From an optimization exercise on the open Yosys and OpenROAD flow, aimed at small area, a short achievable clock period and few clock cycles; shortcuts taken in it are not production practice. Where RTL was checked, it was by simulation tests only, not by an equivalence proof against the original. Power figures rest on the tool's default switching activity, not on a simulated workload.

==> v2 <==
==> flow/design.v <==
package pgtl_pkg;
    localparam int SAMPLE_COUNT = 8;
    localparam int PAIR_SLOTS   = SAMPLE_COUNT * (SAMPLE_COUNT - 1) / 2;
    localparam int POS_W        = 31;
    localparam int GENO_W       = 16;
    localparam int SAMPLE_W     = 3;
    localparam int CODE_W       = 2;
    localparam logic [POS_W-1:0] LONG_TRACT_MIN_RESET = 31'd10000;
    function automatic int pair_slot(input int i, input int j);
        pair_slot = ((i * (2 * SAMPLE_COUNT - i - 1)) >> 1) + (j - i - 1);
    endfunction
    function automatic logic [POS_W:0] prefix_carries(input logic [POS_W-1:0] p,
                                                      input logic [POS_W-1:0] g,
                                                      input logic cin);
        logic [POS_W:0] gg;
        logic [POS_W:0] pp;
        logic [POS_W:0] ng;
        logic [POS_W:0] np;
        gg = {g, cin};
        pp = {p, 1'b0};
        for (int l = 0; (1 << l) <= POS_W; l++)
        begin
            ng = gg;
            np = pp;
            for (int i = 0; i <= POS_W; i++)
            begin
                if (((i >> l) & 1) == 1)
                begin
                    ng[i] = gg[i] | (pp[i] & gg[((i >> l) << l) - 1]);
                    np[i] = pp[i] & pp[((i >> l) << l) - 1];
                end
            end
            gg = ng;
            pp = np;
        end
        prefix_carries = gg;
    endfunction
    function automatic logic carry_out(input logic [POS_W:0] a,
                                       input logic [POS_W:0] b,
                                       input logic cin);
        logic [POS_W+1:0] gg;
        logic [POS_W+1:0] pp;
        logic [POS_W+1:0] ng;
        logic [POS_W+1:0] np;
        gg = {a & b, cin};
        pp = {a | b, 1'b0};
        for (int l = 0; (1 << l) <= POS_W + 1; l++)
        begin
            ng = gg;
            np = pp;
            for (int i = 0; i <= POS_W + 1; i++)
            begin
                if (((i >> l) & 1) == 1)
                begin
                    ng[i] = gg[i] | (pp[i] & gg[((i >> l) << l) - 1]);
                    np[i] = pp[i] & pp[((i >> l) << l) - 1];
                end
            end
            gg = ng;
            pp = np;
        end
        carry_out = gg[POS_W+1];
    endfunction
endpackage
module pgtl_pos_store
(
    input  logic                         clk,
    input  logic                         rst_n,
    input  logic                         clear,
    input  logic [pgtl_pkg::PAIR_SLOTS-1:0] sel,
    input  logic                         wr_en,
    input  logic [pgtl_pkg::POS_W-1:0]   wr_data,
    output logic [pgtl_pkg::POS_W-1:0]   rd_data
);
    logic [pgtl_pkg::POS_W-1:0]      mem [pgtl_pkg::PAIR_SLOTS];
    logic [pgtl_pkg::PAIR_SLOTS-1:0] valid_reg;
    always_ff @(posedge clk or negedge rst_n)
    begin
        if (!rst_n)
            valid_reg <= '0;
        else if (clear)
            valid_reg <= '0;
        else if (wr_en)
            valid_reg <= valid_reg | sel;
    end
    always_ff @(posedge clk)
    begin
        for (int k = 0; k < pgtl_pkg::PAIR_SLOTS; k++)
            if (wr_en && sel[k])
                mem[k] <= wr_data;
    end
    always_comb
    begin
        rd_data = '0;
        for (int k = 0; k < pgtl_pkg::PAIR_SLOTS; k++)
            rd_data = rd_data | (mem[k] & {pgtl_pkg::POS_W{sel[k] & valid_reg[k]}});
    end
endmodule
module pairwise_genotype_tract_lengths
(
    input  logic                          clk,
    input  logic                          rst_n,
    input  logic                          cfg_valid,
    output logic                          cfg_ready,
    input  logic [pgtl_pkg::POS_W-1:0]    cfg_long_tract_min,
    input  logic                          site_valid,
    output logic                          site_ready,
    input  logic                          site_new_scaffold,
    input  logic                          site_is_indel,
    input  logic [pgtl_pkg::POS_W-1:0]    site_position,
    input  logic [pgtl_pkg::GENO_W-1:0]   site_genotypes,
    output logic                          result_valid,
    input  logic                          result_ready,
    output logic [pgtl_pkg::SAMPLE_W-1:0] result_first_sample,
    output logic [pgtl_pkg::SAMPLE_W-1:0] result_second_sample,
    output logic [pgtl_pkg::POS_W-1:0]    result_tract_length,
    output logic                          result_long_tract,
    output logic                          result_last_of_site
);
    localparam int NP = pgtl_pkg::PAIR_SLOTS;
    localparam int PW = pgtl_pkg::POS_W;
    localparam int NS = pgtl_pkg::SAMPLE_COUNT;
    function automatic logic [NP-1:0] below(input logic [NP-1:0] m);
        logic [NP-1:0] o;
        logic [NP-1:0] n;
        o = m;
        for (int l = 0; (1 << l) < NP; l++)
        begin
            n = o;
            for (int i = 0; i < NP; i++)
                if (((i >> l) & 1) == 1)
                    n[i] = o[i] | o[((i >> l) << l) - 1];
            o = n;
        end
        below = {o[NP-2:0], 1'b0};
    endfunction
    function automatic logic two_or_more(input logic [NP-1:0] m);
        logic [31:0] a;
        logic [31:0] t;
        logic [31:0] na;
        logic [31:0] nt;
        a = '0;
        a[NP-1:0] = m;
        t = '0;
        for (int w = 32; w > 1; w = w / 2)
        begin
            na = '0;
            nt = '0;
            for (int i = 0; i < w / 2; i++)
            begin
                na[i] = a[2*i] | a[2*i+1];
                nt[i] = t[2*i] | t[2*i+1] | (a[2*i] & a[2*i+1]);
            end
            a = na;
            t = nt;
        end
        two_or_more = t[0];
    endfunction
    function automatic logic [1:0] count8(input logic [NS-1:0] m);
        logic any;
        logic two;
        any = 1'b0;
        two = 1'b0;
        for (int i = 0; i < NS; i++)
        begin
            two = two | (any & m[i]);
            any = any | m[i];
        end
        count8 = {two, any};
    endfunction
    logic [PW-1:0] long_min_reg;
    assign cfg_ready = 1'b1;
    always_ff @(posedge clk or negedge rst_n)
    begin
        if (!rst_n)
            long_min_reg <= pgtl_pkg::LONG_TRACT_MIN_RESET;
        else if (cfg_valid)
            long_min_reg <= cfg_long_tract_min;
    end
    logic          s_empty;
    logic          s_valid;
    logic          s_ns;
    logic          s_nz;
    logic [PW-1:0] s_pos;
    logic [NP-1:0] s_mask;
    logic [NP-1:0] in_mask;
    logic          in_nz;
    logic          in_more;
    logic          s_more;
    logic          s_take;
    logic          s_leave;
    logic          pend_clear;
    assign site_ready = s_empty;
    assign s_valid    = !s_empty;
    always_comb
    begin
        logic [NS-1:0] ref_s;
        logic [NS-1:0] alt_s;
        logic [1:0]    ref_c;
        logic [1:0]    alt_c;
        for (int i = 0; i < NS; i++)
        begin
            ref_s[i] = (site_genotypes[2*i +: 2] == 2'd0);
            alt_s[i] = (site_genotypes[2*i +: 2] == 2'd2);
        end
        in_mask = '0;
        for (int i = 0; i < NS; i++)
            for (int j = i + 1; j < NS; j++)
                in_mask[pgtl_pkg::pair_slot(i, j)] =
                    !site_is_indel && ((ref_s[i] && alt_s[j]) || (alt_s[i] && ref_s[j]));
        ref_c   = count8(ref_s);
        alt_c   = count8(alt_s);
        in_nz   = !site_is_indel && ref_c[0] && alt_c[0];
        in_more = !site_is_indel && ((ref_c[1] && alt_c[0]) || (ref_c[0] && alt_c[1]));
    end
    always_ff @(posedge clk)
    begin
        if (s_empty)
        begin
            s_ns   <= site_new_scaffold;
            s_nz   <= in_nz;
            s_more <= in_more;
            s_pos  <= site_position;
            s_mask <= in_mask;
        end
    end
    logic          a_valid;
    logic [NP-1:0] a_oh;
    logic [NP-1:0] a_rest;
    logic [PW-1:0] a_pos;
    logic          a_more;
    logic          adv;
    logic          a_fire;
    logic          a_upd;
    logic [NP-1:0] s_m;
    logic [NP-1:0] bl_r;
    logic [NP-1:0] bl_s;
    logic [NP-1:0] lo_r;
    logic [NP-1:0] lo_s;
    logic          clear;
    logic [PW-1:0] rd_data;
    logic [pgtl_pkg::SAMPLE_W-1:0] a_first;
    logic [pgtl_pkg::SAMPLE_W-1:0] a_second;
    logic          out_valid;
    assign adv     = !out_valid || result_ready;
    assign a_fire  = a_valid && adv;
    assign a_upd   = adv || !a_valid;
    assign s_take  = a_upd && !a_more && s_valid && s_nz;
    assign s_leave = s_valid && (!s_nz || (a_upd && !a_more));
    assign clear   = s_take && (s_ns || pend_clear);
    assign s_m  = s_mask & {NP{s_valid}};
    assign bl_r = below(a_rest);
    assign bl_s = below(s_m);
    assign lo_r = a_rest & ~bl_r;
    assign lo_s = s_m & ~bl_s;
    always_ff @(posedge clk or negedge rst_n)
    begin
        if (!rst_n)
        begin
            s_empty    <= 1'b1;
            a_valid    <= 1'b0;
            a_more     <= 1'b0;
            pend_clear <= 1'b0;
        end
        else
        begin
            if (s_empty)
                s_empty <= !site_valid;
            else if (s_leave)
                s_empty <= 1'b1;
            if (s_take)
                pend_clear <= 1'b0;
            else if (s_valid && !s_nz && s_ns)
                pend_clear <= 1'b1;
            if (a_upd)
            begin
                if (a_more)
                    a_more <= two_or_more(a_rest);
                else
                    a_more <= s_valid && s_more;
                a_valid <= a_more || (s_valid && s_nz);
            end
        end
    end
    always_ff @(posedge clk)
    begin
        if (a_upd)
        begin
            if (a_more)
            begin
                a_oh   <= lo_r;
                a_rest <= a_rest & bl_r;
            end
            else
            begin
                a_oh   <= lo_s;
                a_rest <= s_m & bl_s;
                a_pos  <= s_pos;
            end
        end
    end
    pgtl_pos_store u_store
    (
        .clk     (clk),
        .rst_n   (rst_n),
        .clear   (clear),
        .sel     (a_oh),
        .wr_en   (a_fire),
        .wr_data (a_pos),
        .rd_data (rd_data)
    );
    always_comb
    begin
        a_first  = '0;
        a_second = '0;
        for (int i = 0; i < NS; i++)
            for (int j = i + 1; j < NS; j++)
                if (a_oh[pgtl_pkg::pair_slot(i, j)])
                begin
                    a_first  = a_first  | i[pgtl_pkg::SAMPLE_W-1:0];
                    a_second = a_second | j[pgtl_pkg::SAMPLE_W-1:0];
                end
    end
    logic                          b_valid;
    logic [PW-1:0]                 b_p;
    logic [PW-1:0]                 b_g;
    logic [pgtl_pkg::SAMPLE_W-1:0] b_first;
    logic [pgtl_pkg::SAMPLE_W-1:0] b_second;
    logic                          b_last;
    logic [PW:0]                   b_c;
    logic                          b_fwd;
    logic [PW-1:0]                 b_len;
    logic [PW:0]                   m_s;
    logic [PW:0]                   m_k;
    logic                          m_geq;
    logic                          min_zero;
    always_ff @(posedge clk or negedge rst_n)
    begin
        if (!rst_n)
        begin
            b_valid   <= 1'b0;
            out_valid <= 1'b0;
        end
        else if (adv)
        begin
            b_valid   <= a_valid;
            out_valid <= b_valid;
        end
    end
    always_ff @(posedge clk)
    begin
        if (adv)
        begin
            b_p      <= a_pos ^ ~rd_data;
            b_g      <= a_pos & ~rd_data;
            b_first  <= a_first;
            b_second <= a_second;
            b_last   <= !a_more;
        end
    end
    assign b_c   = pgtl_pkg::prefix_carries(b_p, b_g, 1'b1);
    assign b_fwd = b_c[PW];
    assign b_len = b_fwd ? (b_p ^ b_c[PW-1:0]) : '0;
    always_comb
    begin
        m_s = '0;
        m_k = '0;
        m_k[0] = 1'b1;
        for (int i = 0; i < PW; i++)
        begin
            m_s[i]   = b_p[i] ^ ~long_min_reg[i];
            m_k[i+1] = b_g[i] | (b_p[i] & ~long_min_reg[i]);
        end
    end
    assign m_geq    = pgtl_pkg::carry_out(m_s, m_k, 1'b1);
    assign min_zero = (long_min_reg == '0);
    logic [pgtl_pkg::SAMPLE_W-1:0] out_first;
    logic [pgtl_pkg::SAMPLE_W-1:0] out_second;
    logic [PW-1:0]                 out_len;
    logic                          out_long;
    logic                          out_last;
    always_ff @(posedge clk)
    begin
        if (adv)
        begin
            out_first  <= b_first;
            out_second <= b_second;
            out_len    <= b_len;
            out_long   <= b_fwd ? m_geq : min_zero;
            out_last   <= b_last;
        end
    end
    assign result_valid         = out_valid;
    assign result_first_sample  = out_first;
    assign result_second_sample = out_second;
    assign result_tract_length  = out_len;
    assign result_long_tract    = out_long;
    assign result_last_of_site  = out_last;
endmodule
==> flow/run.sh <==
#!/bin/bash
# synth_recipe.tcl (not shown) runs the flow's synth.tcl, then flattens the netlist and writes it again
# the make line also repeats each setting of config.mk as NAME=value (left out here)
make -C /OpenROAD-flow-scripts/flow DESIGN_CONFIG=/design/flow/config.mk WORK_HOME=/design/flow/orfs CLKGATE_MAP_FILE= SYNTH_SCRIPT=/design/flow/synth_recipe.tcl finish
==> flow/config.mk <==
export PLATFORM = sky130hd
export DESIGN_NAME = pairwise_genotype_tract_lengths
export DESIGN_NICKNAME = pairwise_genotype_tract_lengths
export VERILOG_FILES = /design/flow/design.v
export SDC_FILE = /design/flow/constraint.sdc
export NUM_CORES = 4
export LEC_CHECK = 0
export CAP_MARGIN = 20
export CORE_MARGIN = 2
export CORE_UTILIZATION = 65
export CTS_CLUSTER_DIAMETER = 80
export CTS_CLUSTER_SIZE = 25
export SETUP_SLACK_MARGIN = 3.0
export SLEW_MARGIN = 20
==> flow/constraint.sdc <==
create_clock -name core_clock -period 5.5 [get_ports {clk}]
set_input_delay 1.1000 -clock core_clock [delete_from_list [all_inputs] [get_ports {clk}]]
set_output_delay 1.1000 -clock core_clock [all_outputs]
set_load 0.01 [all_outputs]
==> v12: changes against v2 <==
--- a/flow/design.v
+++ b/flow/design.v
@@ -136,36 +136,2 @@
     endfunction
-    function automatic logic two_or_more(input logic [NP-1:0] m);
-        logic [31:0] a;
-        logic [31:0] t;
-        logic [31:0] na;
-        logic [31:0] nt;
-        a = '0;
-        a[NP-1:0] = m;
-        t = '0;
-        for (int w = 32; w > 1; w = w / 2)
-        begin
-            na = '0;
-            nt = '0;
-            for (int i = 0; i < w / 2; i++)
-            begin
-                na[i] = a[2*i] | a[2*i+1];
-                nt[i] = t[2*i] | t[2*i+1] | (a[2*i] & a[2*i+1]);
-            end
-            a = na;
-            t = nt;
-        end
-        two_or_more = t[0];
-    endfunction
-    function automatic logic [1:0] count8(input logic [NS-1:0] m);
-        logic any;
-        logic two;
-        any = 1'b0;
-        two = 1'b0;
-        for (int i = 0; i < NS; i++)
-        begin
-            two = two | (any & m[i]);
-            any = any | m[i];
-        end
-        count8 = {two, any};
-    endfunction
     logic [PW-1:0] long_min_reg;
@@ -187,4 +153,2 @@
     logic          in_nz;
-    logic          in_more;
-    logic          s_more;
     logic          s_take;
@@ -198,4 +162,2 @@
         logic [NS-1:0] alt_s;
-        logic [1:0]    ref_c;
-        logic [1:0]    alt_c;
         for (int i = 0; i < NS; i++)
@@ -210,6 +172,3 @@
                     !site_is_indel && ((ref_s[i] && alt_s[j]) || (alt_s[i] && ref_s[j]));
-        ref_c   = count8(ref_s);
-        alt_c   = count8(alt_s);
-        in_nz   = !site_is_indel && ref_c[0] && alt_c[0];
-        in_more = !site_is_indel && ((ref_c[1] && alt_c[0]) || (ref_c[0] && alt_c[1]));
+        in_nz = !site_is_indel && (ref_s != '0) && (alt_s != '0);
     end
@@ -221,3 +180,2 @@
             s_nz   <= in_nz;
-            s_more <= in_more;
             s_pos  <= site_position;
@@ -277,5 +235,5 @@
                 if (a_more)
-                    a_more <= two_or_more(a_rest);
+                    a_more <= ((a_rest & bl_r) != '0);
                 else
-                    a_more <= s_valid && s_more;
+                    a_more <= ((s_m & bl_s) != '0);
                 a_valid <= a_more || (s_valid && s_nz);
- CORE_UTILIZATION: 65 -> 50
- SETUP_SLACK_MARGIN: 3.0 -> 2.6
==> v25: changes against v2 <==
--- a/flow/design.v
+++ b/flow/design.v
@@ -37,28 +37,2 @@
     endfunction
-    function automatic logic carry_out(input logic [POS_W:0] a,
-                                       input logic [POS_W:0] b,
-                                       input logic cin);
-        logic [POS_W+1:0] gg;
-        logic [POS_W+1:0] pp;
-        logic [POS_W+1:0] ng;
-        logic [POS_W+1:0] np;
-        gg = {a & b, cin};
-        pp = {a | b, 1'b0};
-        for (int l = 0; (1 << l) <= POS_W + 1; l++)
-        begin
-            ng = gg;
-            np = pp;
-            for (int i = 0; i <= POS_W + 1; i++)
-            begin
-                if (((i >> l) & 1) == 1)
-                begin
-                    ng[i] = gg[i] | (pp[i] & gg[((i >> l) << l) - 1]);
-                    np[i] = pp[i] & pp[((i >> l) << l) - 1];
-                end
-            end
-            gg = ng;
-            pp = np;
-        end
-        carry_out = gg[POS_W+1];
-    endfunction
 endpackage
@@ -91,8 +65,12 @@
     end
+    logic [pgtl_pkg::POS_W-1:0] rd_mux;
+    logic                       rd_valid;
     always_comb
     begin
-        rd_data = '0;
+        rd_mux = '0;
         for (int k = 0; k < pgtl_pkg::PAIR_SLOTS; k++)
-            rd_data = rd_data | (mem[k] & {pgtl_pkg::POS_W{sel[k] & valid_reg[k]}});
+            rd_mux = rd_mux | (mem[k] & {pgtl_pkg::POS_W{sel[k]}});
     end
+    assign rd_valid = ((sel & valid_reg) != '0);
+    assign rd_data  = rd_mux & {pgtl_pkg::POS_W{rd_valid}};
 endmodule
@@ -192,3 +170,5 @@
     logic          pend_clear;
-    assign site_ready = s_empty;
+    logic          s_rdy;
+    logic          s_empty_next;
+    assign site_ready = s_rdy;
     assign s_valid    = !s_empty;
@@ -250,3 +230,3 @@
     assign clear   = s_take && (s_ns || pend_clear);
-    assign s_m  = s_mask & {NP{s_valid}};
+    assign s_m  = s_mask;
     assign bl_r = below(a_rest);
@@ -255,2 +235,10 @@
     assign lo_s = s_m & ~bl_s;
+    assign s_empty_next = s_empty ? !(site_valid && s_rdy) : s_leave;
+    always_ff @(posedge clk or negedge rst_n)
+    begin
+        if (!rst_n)
+            s_rdy <= 1'b0;
+        else
+            s_rdy <= s_empty_next;
+    end
     always_ff @(posedge clk or negedge rst_n)
@@ -266,6 +254,3 @@
         begin
-            if (s_empty)
-                s_empty <= !site_valid;
-            else if (s_leave)
-                s_empty <= 1'b1;
+            s_empty <= s_empty_next;
             if (s_take)
@@ -324,2 +309,3 @@
     logic                          b_valid;
+    logic                          b2_valid;
     logic [PW-1:0]                 b_p;
@@ -331,6 +317,2 @@
     logic                          b_fwd;
-    logic [PW-1:0]                 b_len;
-    logic [PW:0]                   m_s;
-    logic [PW:0]                   m_k;
-    logic                          m_geq;
     logic                          min_zero;
@@ -341,2 +323,3 @@
             b_valid   <= 1'b0;
+            b2_valid  <= 1'b0;
             out_valid <= 1'b0;
@@ -346,3 +329,4 @@
             b_valid   <= a_valid;
-            out_valid <= b_valid;
+            b2_valid  <= b_valid;
+            out_valid <= b2_valid;
         end
@@ -362,16 +346,19 @@
     assign b_fwd = b_c[PW];
-    assign b_len = b_fwd ? (b_p ^ b_c[PW-1:0]) : '0;
-    always_comb
+    assign min_zero = (long_min_reg == '0);
+    logic [PW-1:0]                 b2_diff;
+    logic                          b2_fwd;
+    logic [pgtl_pkg::SAMPLE_W-1:0] b2_first;
+    logic [pgtl_pkg::SAMPLE_W-1:0] b2_second;
+    logic                          b2_last;
+    always_ff @(posedge clk)
     begin
-        m_s = '0;
-        m_k = '0;
-        m_k[0] = 1'b1;
-        for (int i = 0; i < PW; i++)
+        if (adv)
         begin
-            m_s[i]   = b_p[i] ^ ~long_min_reg[i];
-            m_k[i+1] = b_g[i] | (b_p[i] & ~long_min_reg[i]);
+            b2_diff   <= b_p ^ b_c[PW-1:0];
+            b2_fwd    <= b_fwd;
+            b2_first  <= b_first;
+            b2_second <= b_second;
+            b2_last   <= b_last;
         end
     end
-    assign m_geq    = pgtl_pkg::carry_out(m_s, m_k, 1'b1);
-    assign min_zero = (long_min_reg == '0);
     logic [pgtl_pkg::SAMPLE_W-1:0] out_first;
@@ -381,2 +368,5 @@
     logic                          out_last;
+    logic                          out_valid_port;
+    logic [PW:0]                   l_c;
+    assign l_c = pgtl_pkg::prefix_carries(b2_diff ^ ~long_min_reg, b2_diff & ~long_min_reg, 1'b1);
     always_ff @(posedge clk)
@@ -385,10 +375,17 @@
         begin
-            out_first  <= b_first;
-            out_second <= b_second;
-            out_len    <= b_len;
-            out_long   <= b_fwd ? m_geq : min_zero;
-            out_last   <= b_last;
+            out_first  <= b2_first;
+            out_second <= b2_second;
+            out_len    <= b2_fwd ? b2_diff : '0;
+            out_long   <= b2_fwd ? l_c[PW] : min_zero;
+            out_last   <= b2_last;
         end
     end
-    assign result_valid         = out_valid;
+    always_ff @(posedge clk or negedge rst_n)
+    begin
+        if (!rst_n)
+            out_valid_port <= 1'b0;
+        else
+            out_valid_port <= b2_valid || (out_valid_port && !result_ready);
+    end
+    assign result_valid         = out_valid_port;
     assign result_first_sample  = out_first;
- CORE_UTILIZATION: 65 -> 60
- SETUP_SLACK_MARGIN: 3.0 -> 3.3
==> summary.txt <==
Via count: v12 < v25 < v2.
Clock skew: v25 < v12 < v2.
Cell count, highest first: v12, v25, v2.
Worst setup slack: v12 < v2 < v25.
Of v2 and v25, v25 has the higher sequential power (gap about 13%, measured against v25).
v12 completed with no timing, DRC or antenna violations. v25 ran to the end with no violations. v2 finished with timing, DRC and antenna clean.
In hold slack, v25 and v2 hardly differ.
Design area: v25 > v2 > v12.
In v2 the register-to-register slack is higher than in v12, by 0.07 ns.
==> figures <==
Outcome: v25 timing/DRC/antenna clean; v12 timing/DRC/antenna clean; v2 timing/DRC/antenna clean
Cells after DPL: v25 3889; v12 4078; v2 3811
RR Startpoint: v25 s_mask[5]; v12 a_oh[3]; v2 b_p[8]
Slew @ Worst Pin: v25 1.106 ns; v12 1.133 ns; v2 1.141 ns
Half-perimeter wire length after placement: v25 72470 µm; v12 83400 µm; v2 78850 µm
Depth of the critical timing path with buffers and inverters included: v25 7; v12 7; v2 10
Synthesized-area fraction occupied by and/or/nand/nor cells: v25 6.207%; v12 7.130%; v2 7.202%
Initial core utilization: v25 60.61%; v12 50.65%; v2 65.48%
Amount of wire on met3 after detailed routing: v25 20940 µm; v12 14460 µm; v2 21670 µm
Share of final-layout standard cells stronger than drive strength 1: v25 16.29%; v12 10.68%; v2 18.16%
Clock network power: v25 4.93 mW; v12 4.83 mW; v2 4.70 mW
Number of buffers created by CTS: v25 58; v12 57; v2 55
Depth of the most critical reg-to-reg path: v25 7; v12 7; v2 10
Detail-routed net length per standard cell: v25 36.79 µm; v12 32.43 µm; v2 35.93 µm
Sequential share of the synthesized area: v25 78.02%; v12 77.31%; v2 77.44%
Post-synthesis share of cell area spent on full adders, half adders and majority gates: v25 1.817%; v12 1.953%; v2 1.889%
Routed via count divided by cell count: v25 7.186; v12 6.603; v2 7.328
Register area: v25 36640 µm²; v12 35360 µm²; v2 35390 µm²
Testbench counts of v12, summed over its fixed seeds: cycles 25,627.
Testbench counts of v25, summed over its fixed seeds: cycles 25,635.
For v2, only the layout was checked, not whether the RTL still works.

-- afterwards: timing with drivers on the ports --
No port has a modelled driver above. Below, the same layouts with a new extraction and two added sets of constraints. Step 1 sets driving cells, clkbuf_16 on the clock port and buf_2 on the other inputs (assumed; they add their load-dependent delay and slew). Step 2, shift: input delay + t, output delay - t, t = (earliest + latest rising clock arrival at the registers) / 2. This alone moves slack from input paths to output paths. Slacks: ideal ports / drivers / drivers and shift; pairs: ideal ports / drivers.
| run | shift t [ns] | setup slack, ns | worst setup path at the end |
|---|---|---|---|
| v2 | 0.746 | 2.611 / 2.611 / 2.224 | input to register |
| v12 | 0.740 | 2.543 / 2.543 / 1.854 | input to register |
| v25 | 0.752 | 2.921 / 2.921 / 2.555 | input to register |
After both steps setup and hold are still met in every run listed. The setup slack of v12, which loses most, moves by 0.000 ns with the drivers and by -0.689 ns with both steps.
